Context: an optimization exercise on an open-source flow, tuned for small area. The choices shown serve that exercise and are no tape-out recipe.
Only simulation tests tie the RTL to the original design; equivalence was not proved.
Power and IR drop assume default switching activity.

north:
Design reg_read_bank, start of the top module:
module reg_read_bank #(
    parameter int WIDTH = 32,
    parameter int SIZE  = 5
) (
    input  logic             clk,
    input  logic             reset,
    input  logic             we,
    input  logic [SIZE-1:0]  wr_addr,
    input  logic [WIDTH-1:0] wr_data,
    input  logic             rd_req,
    input  logic [SIZE-1:0]  rd_addr_a,
    input  logic [SIZE-1:0]  rd_addr_b,
    output logic [WIDTH-1:0] rd_data_a,
    output logic [WIDTH-1:0] rd_data_b,
    output logic             rd_valid
);
    localparam int DEPTH = 2 ** SIZE;
    localparam int NTERM = DEPTH;
    logic [DEPTH-1:1] wsel;      
    logic [DEPTH-1:1] wsel_n;
    logic [DEPTH-1:1] valid;     
    logic [NTERM-1:0] sel_a;     
    logic [NTERM-1:0] sel_b;
    logic [DEPTH*WIDTH-1:WIDTH] qv;    
    always_comb begin
        for (int i = 1; i < DEPTH; i++) begin
            wsel[i]   = we && (wr_addr == SIZE'(i));
            wsel_n[i] = !wsel[i];
            sel_a[i]  = rd_req && valid[i] && (rd_addr_a == SIZE'(i));
            sel_b[i]  = rd_req && valid[i] && (rd_addr_b == SIZE'(i));
        end
        sel_a[0] = !rd_req;
        sel_b[0] = !rd_req;
    end
    always_ff @(posedge clk or negedge reset) begin
        if (!reset) begin
            valid <= '0;
        end else begin
            valid <= valid | wsel;
        end
    end
    for (genvar i = 1; i < DEPTH; i++) begin : g_ent
        logic [WIDTH-1:0] word;
        logic [WIDTH-1:0] word_d;
        for (genvar b = 0; b < WIDTH; b++) begin : g_bit
            rb_ao22 u_wr (
                .a0(word[b]), .s0(wsel_n[i]), .a1(wr_data[b]), .s1(wsel[i]), .y(word_d[b])
            );
        end
        always_ff @(posedge clk) begin
  ...
Size: ~3300 cells after synthesis, roughly 120 I/O pins.
export LEC_CHECK = 0
export CAP_MARGIN = 10
export CORE_MARGIN = 2
export CORE_UTILIZATION = 50
export PLACE_DENSITY = 0.65
export SLEW_MARGIN = 10
export SYNTH_HIERARCHICAL = 1
create_clock -name core_clock -period 5.0 [get_ports {clk}]
standard.sh (not shown) runs the stock make flow with config.mk's settings and CLKGATE_MAP_FILE= SYNTH_SCRIPT=/design/flow/synth_recipe.tcl, a recipe that flattens the netlist after the stock synthesis.
==> flow/flow/run.sh <==
#!/bin/bash
# Own layout flow: the standard layout (standard.sh, standard synthesis unchanged) with two
# changes to how the layout is built:
# - clock tree synthesis without dummy loads, with larger sink clusters on clkbuf_16 leaf buffers
#   (fewer clock buffers; flip-flop clock slew stays near 110 ps in estimates);
# - each port still gets its own buffer, but of the smallest buffer cell.
# Each tool's full output goes to its own log under orfs/logs/; make's output to std_flow.log.
set -euo pipefail
CTS="-sink_clustering_enable -repair_clock_nets -dont_use_dummy_load"
CTS="$CTS -buf_list {sky130_fd_sc_hd__clkbuf_8 sky130_fd_sc_hd__clkbuf_16}"
CTS="$CTS -root_buf sky130_fd_sc_hd__clkbuf_16 -sink_clustering_buffer sky130_fd_sc_hd__clkbuf_16"
CTS="$CTS -sink_clustering_size 28 -sink_clustering_max_diameter 80"
bash standard.sh \
    "CTS_ARGS=$CTS" \
    "BUFFER_PORTS_ARGS=-buffer_cell sky130_fd_sc_hd__buf_1" \
    finish > std_flow.log 2>&1
[north] flow finished | final checks: failed | reasons: max-capacitance violations, max-slew violations
Input-level comparison between south and north:
--- a/flow/config.mk
+++ b/flow/config.mk
@@ -8 +8 @@
-export CAP_MARGIN = 10
+export CAP_MARGIN = 20
@@ -12 +12 @@
-export SLEW_MARGIN = 10
+export SLEW_MARGIN = 20
==> summary.txt <==
The logic gate share of total power was comparable across south and north.
In south, initial antenna violation count is lower than in north.
As far as overall power of the completed layout is concerned, north and south perform about the same.
south was carried through to the last stage, and its layout satisfied the timing, DRC and antenna checks.
Between south and north, the difference in wire length is negligible.
In south, the slack of the critical path came out 56 ps below the value in north.
Tightest slew margin relative to the limit (lower): north
Going from north to south, clock-buffer cell count grows by 2.1%.
Side by side, post-route minimum period turned out higher in south than in north.
Looking only at detailed-route wire length on metal 1, and setting everything else aside, the higher value of south and north goes to south.


## lane 1
The RTL this note starts from:
==> flow/design.v <==
module reg_read_bank #(
    parameter int WIDTH = 32,
    parameter int SIZE  = 5
) (
    input  logic             clk,
    input  logic             reset,
    input  logic             we,
    input  logic [SIZE-1:0]  wr_addr,
    input  logic [WIDTH-1:0] wr_data,
    input  logic             rd_req,
    input  logic [SIZE-1:0]  rd_addr_a,
    input  logic [SIZE-1:0]  rd_addr_b,
    output logic [WIDTH-1:0] rd_data_a,
    output logic [WIDTH-1:0] rd_data_b,
    output logic             rd_valid
);
    localparam int DEPTH = 2 ** SIZE;
    localparam int NTERM = DEPTH;
    localparam int NH    = 2;                        
    localparam int HW    = WIDTH / NH;               
    localparam int LOB   = SIZE - SIZE / 2;          
    localparam int HIB   = SIZE / 2;                 
    logic [DEPTH-1:1]       valid;       
    logic [2**LOB-1:0]      w_lo;        
    logic [2**HIB-1:0]      w_hi;        
    logic [2**LOB-1:0]      a_lo;        
    logic [2**HIB-1:0]      a_hi;        
    logic [2**LOB-1:0]      b_lo;
    logic [2**HIB-1:0]      b_hi;
    logic [DEPTH-1:1]       wsel   [NH];     
    logic [DEPTH-1:1]       wsel_n [NH];
    logic [NTERM-1:0]       sel_a  [NH];     
    logic [NTERM-1:0]       sel_b  [NH];
    logic [DEPTH*WIDTH-1:WIDTH] qv;          
    always_comb begin
        for (int k = 0; k < 2 ** LOB; k++) begin
            w_lo[k] = (wr_addr[LOB-1:0] == LOB'(k));
            a_lo[k] = (rd_addr_a[LOB-1:0] == LOB'(k));
            b_lo[k] = (rd_addr_b[LOB-1:0] == LOB'(k));
        end
        for (int m = 0; m < 2 ** HIB; m++) begin
            w_hi[m] = we && (wr_addr[SIZE-1:LOB] == HIB'(m));
            a_hi[m] = rd_req && (rd_addr_a[SIZE-1:LOB] == HIB'(m));
            b_hi[m] = rd_req && (rd_addr_b[SIZE-1:LOB] == HIB'(m));
        end
    end
    for (genvar h = 0; h < NH; h++) begin : g_half
        for (genvar i = 1; i < DEPTH; i++) begin : g_dec
            localparam int LO = i % (2 ** LOB);
            localparam int HI = i / (2 ** LOB);
            rb_and2  u_w  (.a(w_hi[HI]), .b(w_lo[LO]), .y(wsel[h][i]));
            rb_nand2 u_wn (.a(w_hi[HI]), .b(w_lo[LO]), .y(wsel_n[h][i]));
            rb_and3  u_a  (.a(a_hi[HI]), .b(a_lo[LO]), .c(valid[i]), .y(sel_a[h][i]));
            rb_and3  u_b  (.a(b_hi[HI]), .b(b_lo[LO]), .c(valid[i]), .y(sel_b[h][i]));
        end
        assign sel_a[h][0] = !rd_req;
        assign sel_b[h][0] = !rd_req;
    end
    always_ff @(posedge clk or negedge reset) begin
        if (!reset) begin
            valid <= '0;
        end else begin
            valid <= valid | wsel[0];
        end
    end
    for (genvar i = 1; i < DEPTH; i++) begin : g_ent
        logic [WIDTH-1:0] word;
        logic [WIDTH-1:0] word_d;
        for (genvar b = 0; b < WIDTH; b++) begin : g_bit
            rb_ao22 u_wr (
                .a0(word[b]), .s0(wsel_n[b / HW][i]), .a1(wr_data[b]), .s1(wsel[b / HW][i]),
                .y(word_d[b])
            );
        end
        always_ff @(posedge clk) begin
            word <= word_d;
        end
        assign qv[i*WIDTH +: WIDTH] = word;
    end
    logic [WIDTH-1:0] next_a;
    logic [WIDTH-1:0] next_b;
    for (genvar h = 0; h < NH; h++) begin : g_rd
        logic [DEPTH*HW-1:HW] qh;    
        for (genvar i = 1; i < DEPTH; i++) begin : g_q
            assign qh[i*HW +: HW] = qv[i*WIDTH + h*HW +: HW];
        end
        rb_read_port #(.WIDTH(HW), .NTERM(NTERM)) u_port_a (
            .d({qh, rd_data_a[h*HW +: HW]}), .sel(sel_a[h]), .y(next_a[h*HW +: HW])
        );
        rb_read_port #(.WIDTH(HW), .NTERM(NTERM)) u_port_b (
            .d({qh, rd_data_b[h*HW +: HW]}), .sel(sel_b[h]), .y(next_b[h*HW +: HW])
        );
    end
    always_ff @(posedge clk or negedge reset) begin
        if (!reset) begin
            rd_data_a <= '0;
            rd_data_b <= '0;
            rd_valid  <= 1'b0;
        end else begin
            rd_data_a <= next_a;
            rd_data_b <= next_b;
            rd_valid  <= rd_req;
        end
    end
endmodule
module rb_read_port #(
    parameter int WIDTH = 32,
    parameter int NTERM = 32
) (
    input  logic [NTERM*WIDTH-1:0] d,
    input  logic [NTERM-1:0]       sel,
    output logic [WIDTH-1:0]       y
);
    localparam int NG3  = (NTERM - 2) / 3;           
    localparam int NREM = NTERM - 3 * NG3;           
    localparam int NQ   = NG3 / 4;                   
    localparam int NLEFT = NG3 - 4 * NQ;             
    for (genvar b = 0; b < WIDTH; b++) begin : g_bit
        logic [NG3-1:0] g_n;     
        logic [NQ:0]    p;       
        logic           z;       
        for (genvar g = 0; g < NG3; g++) begin : g_grp
            rb_aoi222 u_aoi (
                .a0(d[(3*g)*WIDTH+b]),   .s0(sel[3*g]),
                .a1(d[(3*g+1)*WIDTH+b]), .s1(sel[3*g+1]),
                .a2(d[(3*g+2)*WIDTH+b]), .s2(sel[3*g+2]),
                .y(g_n[g])
            );
        end
        for (genvar k = 0; k < NQ; k++) begin : g_nand4
            rb_nand4 u_nand (.a(g_n[4*k]), .b(g_n[4*k+1]), .c(g_n[4*k+2]), .d(g_n[4*k+3]), .y(p[k]));
        end
        if (NLEFT == 0) begin : g_left0
            assign p[NQ] = 1'b0;
        end else if (NLEFT == 1) begin : g_left1
            assign p[NQ] = !g_n[4*NQ];
        end else if (NLEFT == 2) begin : g_left2
            rb_nand2 u_nand (.a(g_n[4*NQ]), .b(g_n[4*NQ+1]), .y(p[NQ]));
        end else begin : g_left3
            assign p[NQ] = !(&g_n[NG3-1:4*NQ]);
        end
        if (NREM == 2) begin : g_rem2
            rb_ao22 u_ao (
                .a0(d[(3*NG3)*WIDTH+b]),   .s0(sel[3*NG3]),
                .a1(d[(3*NG3+1)*WIDTH+b]), .s1(sel[3*NG3+1]),
                .y(z)
            );
        end else begin : g_remn
            always_comb begin
                z = 1'b0;
                for (int t = 3 * NG3; t < NTERM; t++) begin
                    z = z | (d[t*WIDTH+b] & sel[t]);
                end
            end
        end
        if (NQ == 2) begin : g_or4
            rb_or4 u_or (.a(p[0]), .b(p[1]), .c(p[2]), .d(z), .y(y[b]));
        end else begin : g_orn
            assign y[b] = (|p) | z;
        end
    end
endmodule
module rb_ao22 (
    input  logic a0, s0, a1, s1,
    output logic y
);
    assign y = (a0 & s0) | (a1 & s1);
endmodule
module rb_aoi222 (
    input  logic a0, s0, a1, s1, a2, s2,
    output logic y
);
    assign y = !((a0 & s0) | (a1 & s1) | (a2 & s2));
endmodule
module rb_nand4 (
    input  logic a, b, c, d,
    output logic y
);
    assign y = !(a & b & c & d);
endmodule
module rb_or4 (
    input  logic a, b, c, d,
    output logic y
);
    assign y = a | b | c | d;
endmodule
module rb_and3 (
    input  logic a, b, c,
    output logic y
);
    assign y = a & b & c;
endmodule
module rb_and2 (
    input  logic a, b,
    output logic y
);
    assign y = a & b;
endmodule
module rb_nand2 (
    input  logic a, b,
    output logic y
);
    assign y = !(a & b);
endmodule
==> flow/config.mk <==
export PLATFORM = sky130hd
export DESIGN_NAME = reg_read_bank
export DESIGN_NICKNAME = reg_read_bank
export VERILOG_FILES = /design/flow/design.v
export SDC_FILE = /design/flow/constraint.sdc
export NUM_CORES = 4
export LEC_CHECK = 0
export CAP_MARGIN = 20
export CORE_MARGIN = 2
export CORE_UTILIZATION = 40
export PLACE_DENSITY = 0.6
export SLEW_MARGIN = 20
export SYNTH_HIERARCHICAL = 1
==> flow/constraint.sdc <==
create_clock -name core_clock -period 5.0 [get_ports {clk}]
set_input_delay 1.0000 -clock core_clock [delete_from_list [all_inputs] [get_ports {clk}]]
set_output_delay 1.0000 -clock core_clock [all_outputs]
set_load 0.01 [all_outputs]
Scripts as last shown in full above: flow/flow/run.sh
The flow did not stop early for lane 1: all stages ran, and the layout cleared the timing, DRC and antenna checks.
Relative to lane 1, the following input files were edited for lane 2:
-- flow/config.mk --
<<< lane 1, line 10
export CORE_UTILIZATION = 40
>>> lane 2, line 10
export CORE_UTILIZATION = 45
Findings:
- The TritonCTS buffer count number comes out lower for lane 1 vs lane 2.
- In lane 2 relative to lane 1, core area had gone down by more than 10%.
- Compared to lane 1, lane 2 has post-route clock period utilization 2.1 points higher.
- Of lane 1 and lane 2, the lower register share of the cell area belongs to lane 1.
- Side by side, non-clock buffer count turned out lower in lane 2 than in lane 1.
- Global routing's busiest layer = met1: lane 2; global routing's busiest layer = met2: lane 1
- Status: routed via count parity (lane 2, lane 1)
The following lists how lane 3 was set up differently from lane 2:
-- flow/config.mk --
<<< lane 2, line 10
export CORE_UTILIZATION = 45
export PLACE_DENSITY = 0.6
>>> lane 3, line 10
export CORE_UTILIZATION = 50
export PLACE_DENSITY = 0.65
Notes after the runs:
Total power: lane 3 below lane 2
Fmax: higher on lane 3
Sort lane 3 and lane 2 by peak per-stage delay on the critical path, descending, and lane 2 comes first.
From lane 2 to lane 3, synthesized area per cell did not move at all.

[re-timing with driven ports]
The flow's constraints put no driver on any port. The routed layouts listed below were extracted and timed again, unchanged, in two steps. Step 1 (the two cells are an assumption about what drives the block):
set clk [get_ports {clk}]
set_driving_cell -lib_cell sky130_fd_sc_hd__clkbuf_16 $clk
set_driving_cell -lib_cell sky130_fd_sc_hd__buf_2 [delete_from_list [all_inputs] $clk]
Step 2 moves the port delays by t, midway between the first and last clock arrival at a register: inputs arrive t later, outputs are due t later. That takes back most of the time a late clock gives input paths. Three values: ideal ports, drivers, drivers and shift; two values: the first two.
run | t (ns) | setup slack, ns | clock arrival spread, ns | slew at the worst register clock pin (ns)
north | 0.705 | 1.400 / 1.441 / 0.736 | 0.057 / 0.056 | 0.12 / 0.12
south | 0.714 | 1.344 / 1.380 / 0.666 | 0.052 / 0.051 | 0.11 / 0.11
lane 1 | 0.713 | 1.267 / 1.305 / 0.593 | 0.079 / 0.079 | 0.11 / 0.11
lane 2 | 0.724 | 1.164 / 1.220 / 0.496 | 0.067 / 0.067 | 0.11 / 0.11
lane 3 | 0.708 | 1.375 / 1.411 / 0.703 | 0.065 / 0.065 | 0.11 / 0.11
The setup slack of south, which loses most, moves by +0.036 ns with the drivers and by -0.678 ns with both steps.
